What follows belongs to an exercise in optimizing a design on an open flow for small area and a short achievable clock period; a production flow would make more cautious choices. RTL that was checked went through simulation tests only; none was proved equivalent to the original.

Setup of PW:
==> flow/design.v <==
module mdu_param #(
    parameter int WIDTH       = 32,
    parameter int MULT_CYCLES = 5,
    parameter int DIV_CYCLES  = 10
) (
    input  logic             clk,
    input  logic             reset,
    input  logic             req,
    input  logic [WIDTH-1:0] in_a,
    input  logic [WIDTH-1:0] in_b,
    input  logic [3:0]       MDUOp,
    input  logic             start,
    output logic [WIDTH-1:0] data_hi,
    output logic [WIDTH-1:0] data_lo,
    output logic             busy
);
    localparam int UW = 36;    
    localparam int NU = 4;     
    localparam logic [3:0] OP_MULT  = 4'd1;
    localparam logic [3:0] OP_MULTU = 4'd2;
    localparam logic [3:0] OP_DIV   = 4'd3;
    localparam logic [3:0] OP_DIVU  = 4'd4;
    localparam logic [3:0] OP_MTHI  = 4'd7;
    localparam logic [3:0] OP_MTLO  = 4'd8;
    localparam logic [3:0] OP_MADD  = 4'd9;
    localparam logic [3:0] OP_MADDU = 4'd10;
    localparam logic [3:0] OP_MSUB  = 4'd11;
    localparam logic [3:0] OP_MSUBU = 4'd12;
    logic [31:0]   hi_q, lo_q;
    logic [3:0]    cnt_q;
    logic          busy_q;
    logic          div_q;      
    logic          sgn_q;      
    logic          msub_q;     
    logic          accum_q;    
    logic          nega_q;     
    logic          negq_q;     
    logic          negb_q;     
    logic [33:0]   a_q;        
    logic [31:0]   q_q;        
    logic          qm1_q;      
    logic [34:0]   acc_q;      
    logic          zero0_q;    
    assign data_hi = hi_q;
    assign data_lo = lo_q;
    assign busy    = busy_q;
    logic op_long, op_div, op_sgn, op_msub, op_accum;
    always_comb begin
        op_long  = 1'b0;
        op_div   = 1'b0;
        op_sgn   = 1'b0;
        op_msub  = 1'b0;
        op_accum = 1'b0;
        case (MDUOp)
            OP_MULT:  begin op_long = 1'b1; op_sgn = 1'b1; end
            OP_MULTU: begin op_long = 1'b1; end
            OP_DIV:   begin op_long = 1'b1; op_div = 1'b1; op_sgn = 1'b1; end
            OP_DIVU:  begin op_long = 1'b1; op_div = 1'b1; end
            OP_MADD:  begin op_long = 1'b1; op_sgn = 1'b1; op_accum = 1'b1; end
            OP_MADDU: begin op_long = 1'b1; op_accum = 1'b1; end
            OP_MSUB:  begin op_long = 1'b1; op_sgn = 1'b1; op_accum = 1'b1; op_msub = 1'b1; end
            OP_MSUBU: begin op_long = 1'b1; op_accum = 1'b1; op_msub = 1'b1; end
            default:  ;
        endcase
    end
    logic accept;
    assign accept = start & op_long & ~busy_q & ~req;
    logic d_first_q;    
    logic d_step_q;     
    logic d_last_q;     
    logic m_last_q;     
    logic negctl_q;     
    logic last;
    logic d_first, d_step, d_last, m_last;
    assign d_first = d_first_q;
    assign d_step  = d_step_q;
    assign d_last  = d_last_q;
    assign m_last  = m_last_q;
    assign last    = d_last_q | m_last_q;
    logic        negctl;
    logic [31:0] q_neg;
    logic [31:0] q_or;      
    assign negctl = negctl_q;
    always_comb begin
        q_or[0] = 1'b0;
        for (int i = 1; i < 32; i++) q_or[i] = q_or[i-1] | q_q[i-1];
    end
    assign q_neg = q_q ^ ({32{negctl}} & q_or);
    function automatic logic [UW-1:0] add_pp(input logic [UW-1:0] x, input logic [UW-1:0] y,
                                            input logic ci);
        logic [UW:0] g, p, gn, pn;
        logic [UW-1:0] h;
        g[0] = ci;
        p[0] = 1'b0;
        for (int i = 0; i < UW; i++) begin
            g[i+1] = x[i] & y[i];
            p[i+1] = x[i] ^ y[i];
            h[i]   = x[i] ^ y[i];
        end
        for (int d = 1; d <= UW; d = d * 2) begin
            gn = g;
            pn = p;
            for (int k = 0; k <= UW; k++) begin
                if ((k & d) != 0) begin
                    gn[k] = g[k] | (p[k] & g[(k / d) * d - 1]);
                    pn[k] = p[k] & p[(k / d) * d - 1];
                end
            end
            g = gn;
            p = pn;
        end
        for (int i = 0; i < UW; i++) add_pp[i] = h[i] ^ g[i];
    endfunction
    logic [UW-1:0] ux   [NU];
    logic [UW-1:0] uy   [NU];
    logic          ucin [NU];
    logic [UW-1:0] us   [NU];
    logic          uacc [NU];    
    logic [32:0]   urem [NU];    
    logic          b_one [NU], b_two [NU], b_neg [NU], b_hi [NU];
    always_comb begin
        for (int k = 0; k < NU; k++) begin
            logic b1, b0, bm;
            b1 = q_q[2*k+1];
            b0 = q_q[2*k];
            bm = (k == 0) ? qm1_q : q_q[2*k-1];
            if (k == 0 && m_last) begin
                b1 = sgn_q & qm1_q;
                b0 = sgn_q & qm1_q;
            end
            b_one[k] = b0 ^ bm;
            b_two[k] = (b1 & ~b0 & ~bm) | (~b1 & b0 & bm);
            b_neg[k] = b1 ^ msub_q;
            b_hi[k]  = 1'b0;
            if (m_last && k != 0) begin
                b_one[k] = 1'b0;
                b_two[k] = 1'b0;
                b_neg[k] = 1'b0;
                b_hi[k]  = (k == 1) & accum_q;
            end
            if (div_q) begin
                b_one[k] = ~d_last | ((k == 0) & (acc_q[34] ^ nega_q));
                b_two[k] = 1'b0;
                b_neg[k] = d_first ? ~negb_q : (d_last & (k == 0) & acc_q[34] & ~nega_q);
            end
        end
    end
    always_comb begin
        for (int k = 0; k < NU; k++) begin
            if (k == 0) begin
                if (d_step)
                    ux[k] = {{(UW-34){acc_q[32]}}, acc_q[32:0], q_q[31] ^ nega_q};
                else
                    ux[k] = zero0_q ? '0 : {{(UW-35){acc_q[34]}}, acc_q};
            end else begin
                if (d_step)
                    ux[k] = {{(UW-34){urem[k-1][32]}}, urem[k-1], q_q[31-k] ^ nega_q};
                else
                    ux[k] = {{2{us[k-1][UW-1]}}, us[k-1][UW-1:2]};
            end
            if (d_step)
                ucin[k] = (k == 0) ? acc_q[34] : us[k-1][UW-1];
            else
                ucin[k] = b_neg[k] | ((k == 0) & d_last & nega_q);
            for (int i = 0; i < UW; i++) begin
                logic a1, a2;
                a1 = a_q[(i > 33) ? 33 : i];
                a2 = (i == 0) ? 1'b0 : a_q[(i - 1 > 33) ? 33 : i - 1];
                uy[k][i] = ((b_one[k] & a1) | (b_two[k] & a2)) ^ (d_step ? ucin[k] : b_neg[k]);
                if (i < 30) uy[k][i] = uy[k][i] | (b_hi[k] & hi_q[i+2]);
            end
            us[k] = add_pp(ux[k], uy[k], ucin[k]);
            if (k != 0) us[k][UW-1] = us[k][UW-2];
            uacc[k] = us[k][UW-1] ^ ~nega_q;
            urem[k] = us[k][32:0];
        end
    end
    logic        commit;
    logic        bzero;
    assign bzero  = (a_q == 34'd0);
    assign commit = last & ~(div_q & bzero);
    logic wr_hi, wr_lo;
    assign wr_hi = ~busy_q & ~req & (MDUOp == OP_MTHI);
    assign wr_lo = ~busy_q & ~req & (MDUOp == OP_MTLO);
    always_ff @(posedge clk) begin
        if (reset) begin
            cnt_q     <= 4'd0;
            busy_q    <= 1'b0;
            d_first_q <= 1'b0;
            d_step_q  <= 1'b0;
            d_last_q  <= 1'b0;
            m_last_q  <= 1'b0;
        end else begin
            d_first_q <= accept & op_div;
            d_step_q  <= busy_q & div_q & (cnt_q >= 4'd3);
            d_last_q  <= busy_q & div_q & (cnt_q == 4'd2);
            m_last_q  <= busy_q & ~div_q & (cnt_q == 4'd2);
            if (busy_q) begin
                cnt_q  <= cnt_q - 4'd1;
                busy_q <= (cnt_q != 4'd1);
            end else if (accept) begin
                cnt_q  <= op_div ? 4'd10 : 4'd5;
                busy_q <= 1'b1;
            end
        end
    end
    logic        ld_hi, ld_lo, ld_r, keep_hi, keep_lo;
    logic [31:0] hi_d, lo_d;
    assign ld_hi   = ~reset & wr_hi;
    assign ld_lo   = ~reset & wr_lo;
    assign ld_r    = ~reset & commit;
    assign keep_hi = ~reset & ~wr_hi & ~commit;
    assign keep_lo = ~reset & ~wr_lo & ~commit;
    assign hi_d = ({32{ld_hi}} & in_a) | ({32{ld_r}} & {us[1][29:0], us[0][1:0]}) | ({32{keep_hi}} & hi_q);
    assign lo_d = ({32{ld_lo}} & in_a) | ({32{ld_r}} & q_neg) | ({32{keep_lo}} & lo_q);
    always_ff @(posedge clk) begin
        hi_q <= hi_d;
        lo_q <= lo_d;
    end
    always_ff @(posedge clk) begin
        if (~busy_q) begin
            div_q    <= ~MDUOp[3] & (MDUOp[2] | (MDUOp[1] & MDUOp[0]));
            sgn_q    <= MDUOp[0];
            msub_q   <= MDUOp[3] & (MDUOp[2] | (MDUOp[1] & MDUOp[0]));
            accum_q  <= MDUOp[3];
            nega_q   <= (MDUOp == OP_DIV) & in_a[31];
            negb_q   <= (MDUOp == OP_DIV) & in_b[31];
            negq_q   <= (MDUOp == OP_DIV) & (in_a[31] ^ in_b[31]);
            negctl_q <= (MDUOp == OP_DIV) & in_a[31];
            a_q      <= {{2{MDUOp[0] & in_b[31]}}, in_b};
            q_q      <= in_a;
            qm1_q    <= 1'b0;
            acc_q    <= {1'b0, hi_q[1:0], lo_q};
            zero0_q  <= ~MDUOp[3];
        end else begin
            negctl_q <= negq_q;
            zero0_q  <= 1'b0;
            if (div_q) begin
                if (d_first) begin
                    a_q   <= us[0][33:0];
                    q_q   <= q_neg;
                    acc_q <= {35{nega_q}};
                end else begin
                    q_q   <= {q_q[27:0], uacc[0], uacc[1], uacc[2], uacc[3]};
                    acc_q <= {{2{urem[3][32]}}, urem[3]};
                end
            end else begin
                q_q   <= {us[3][1:0], us[2][1:0], us[1][1:0], us[0][1:0], q_q[31:8]};
                qm1_q <= q_q[7];
                acc_q <= {us[3][UW-1], us[3][UW-1:2]};
            end
        end
    end
endmodule
==> flow/config.mk <==
export PLATFORM = sky130hd
export DESIGN_NAME = mdu_param
export DESIGN_NICKNAME = mdu_param
export VERILOG_FILES = /design/flow/design.v
export SDC_FILE = /design/flow/constraint.sdc
export NUM_CORES = 4
export LEC_CHECK = 0
export ABC_AREA = 1
export CAP_MARGIN = 20
export CORE_MARGIN = 2
export CORE_UTILIZATION = 40
export SLEW_MARGIN = 60
==> flow/constraint.sdc <==
create_clock -name core_clock -period 90.0 [get_ports {clk}]
set_input_delay 18.0000 -clock core_clock [delete_from_list [all_inputs] [get_ports {clk}]]
set_output_delay 18.0000 -clock core_clock [all_outputs]
set_load 0.01 [all_outputs]
standard.sh (not shown) runs the stock make flow with config.mk's settings and CLKGATE_MAP_FILE= SYNTH_SCRIPT=/design/flow/synth_recipe.tcl, a recipe that flattens the netlist after the stock synthesis.
==> flow/flow/run.sh <==
#!/bin/bash
set -euo pipefail
export BUFFER_PORTS_ARGS="-buffer_cell sky130_fd_sc_hd__buf_1"
export CTS_ARGS='-sink_clustering_enable -repair_clock_nets -buf_list sky130_fd_sc_hd__clkbuf_8 -tree_buf sky130_fd_sc_hd__clkbuf_16 -dont_use_dummy_load'
bash standard.sh > standard.log 2>&1
Modified inputs, AL compared to PW
-- flow/design.v --
<<< PW, line 36
    logic          nega_q;     
    logic          negq_q;     
    logic          negb_q;     
    logic [33:0]   a_q;        
    logic [31:0]   q_q;        
    logic          qm1_q;      
>>> AL, line 36
    logic          nega_q;     
    logic          negq_q;     
    logic [32:0]   a_q;        
    logic [31:0]   q_q;        
    logic          qm1_q;      
<<< PW, line 70
    logic d_last_q;     
    logic m_last_q;     
    logic negctl_q;     
    logic last;
    logic d_first, d_step, d_last, m_last;
>>> AL, line 69
    logic d_last_q;     
    logic m_last_q;     
    logic last;
    logic d_first, d_step, d_last, m_last;
<<< PW, line 81
    logic [31:0] q_neg;
    logic [31:0] q_or;      
    assign negctl = negctl_q;
    always_comb begin
        q_or[0] = 1'b0;
>>> AL, line 79
    logic [31:0] q_neg;
    logic [31:0] q_or;      
    assign negctl = d_first ? nega_q : negq_q;
    always_comb begin
        q_or[0] = 1'b0;
<<< PW, line 142
                b_one[k] = ~d_last | ((k == 0) & (acc_q[34] ^ nega_q));
                b_two[k] = 1'b0;
                b_neg[k] = d_first ? ~negb_q : (d_last & (k == 0) & acc_q[34] & ~nega_q);
            end
        end
>>> AL, line 140
                b_one[k] = ~d_last | ((k == 0) & (acc_q[34] ^ nega_q));
                b_two[k] = 1'b0;
                b_neg[k] = d_first ? ~a_q[32] : (d_last & (k == 0) & acc_q[34] & ~nega_q);
            end
        end
<<< PW, line 165
            for (int i = 0; i < UW; i++) begin
                logic a1, a2;
                a1 = a_q[(i > 33) ? 33 : i];
                a2 = (i == 0) ? 1'b0 : a_q[(i - 1 > 33) ? 33 : i - 1];
                uy[k][i] = ((b_one[k] & a1) | (b_two[k] & a2)) ^ (d_step ? ucin[k] : b_neg[k]);
                if (i < 30) uy[k][i] = uy[k][i] | (b_hi[k] & hi_q[i+2]);
>>> AL, line 163
            for (int i = 0; i < UW; i++) begin
                logic a1, a2;
                a1 = a_q[(i > 32) ? 32 : i];
                a2 = (i == 0) ? 1'b0 : a_q[(i - 1 > 32) ? 32 : i - 1];
                uy[k][i] = ((b_one[k] & a1) | (b_two[k] & a2)) ^ (d_step ? ucin[k] : b_neg[k]);
                if (i < 30) uy[k][i] = uy[k][i] | (b_hi[k] & hi_q[i+2]);
<<< PW, line 178
    logic        commit;
    logic        bzero;
    assign bzero  = (a_q == 34'd0);
    assign commit = last & ~(div_q & bzero);
    logic wr_hi, wr_lo;
>>> AL, line 176
    logic        commit;
    logic        bzero;
    assign bzero  = (a_q == 33'd0);
    assign commit = last & ~(div_q & bzero);
    logic wr_hi, wr_lo;
<<< PW, line 225
            accum_q  <= MDUOp[3];
            nega_q   <= (MDUOp == OP_DIV) & in_a[31];
            negb_q   <= (MDUOp == OP_DIV) & in_b[31];
            negq_q   <= (MDUOp == OP_DIV) & (in_a[31] ^ in_b[31]);
            negctl_q <= (MDUOp == OP_DIV) & in_a[31];
            a_q      <= {{2{MDUOp[0] & in_b[31]}}, in_b};
            q_q      <= in_a;
            qm1_q    <= 1'b0;
>>> AL, line 223
            accum_q  <= MDUOp[3];
            nega_q   <= (MDUOp == OP_DIV) & in_a[31];
            negq_q   <= (MDUOp == OP_DIV) & (in_a[31] ^ in_b[31]);
            a_q      <= {MDUOp[0] & in_b[31], in_b};
            q_q      <= in_a;
            qm1_q    <= 1'b0;
<<< PW, line 234
            zero0_q  <= ~MDUOp[3];
        end else begin
            negctl_q <= negq_q;
            zero0_q  <= 1'b0;
            if (div_q) begin
                if (d_first) begin
                    a_q   <= us[0][33:0];
                    q_q   <= q_neg;
                    acc_q <= {35{nega_q}};
>>> AL, line 230
            zero0_q  <= ~MDUOp[3];
        end else begin
            zero0_q  <= 1'b0;
            if (div_q) begin
                if (d_first) begin
                    a_q   <= us[0][32:0];
                    q_q   <= q_neg;
                    acc_q <= {35{nega_q}};
Findings:
- PW has a lower number of nets in the synthesized netlist than AL.
- In AL, share of post-route cells with drive strength above 1 is higher than in PW.
- Compared with PW, AL shows a higher maximum fanout along the worst path.
- From PW to AL the numbers moved as follows: wire length went up by about 8%, worst setup slack has decreased, sequential cell count decreased 3.
- PW → AL: delay contributed by the slowest stage of the critical path increased 0.12 ns; final area increased 2.6%.
Function not checked in AL: the RTL went through the layout flow alone.

## static timing again, ports no longer ideal
No port has a modelled driver above. Below, the same layouts with a new extraction and two added sets of constraints.
Step 1 (the two cells are an assumption about what drives the block):
set clk [get_ports {clk}]
set_driving_cell -lib_cell sky130_fd_sc_hd__clkbuf_16 $clk
set_driving_cell -lib_cell sky130_fd_sc_hd__buf_2 [delete_from_list [all_inputs] $clk]
Step 2 also shifts input and output timing later by t, the mid clock arrival at the registers, as if the neighbouring blocks saw the same clock.
Three values: no drivers, after step 1, after step 2; two values: the first two.
| run | t (ns) | setup slack, ns | hold slack, ns | clock arrival spread, ns | slew at the worst register clock pin (ns) |
|---|---|---|---|---|---|
| PW | 0.683 | 70.687 / 70.635 / 70.040 | 0.465 / 0.465 / 0.465 | 0.028 / 0.029 | 0.08 / 0.08 |
| AL | 0.691 | 70.256 / 70.289 / 69.599 | 0.509 / 0.509 / 0.509 | 0.027 / 0.027 | 0.08 / 0.08 |
After both steps every run listed still meets setup and hold. The setup slack of AL, which loses most, moves by +0.033 ns with the drivers and by -0.657 ns with both steps.
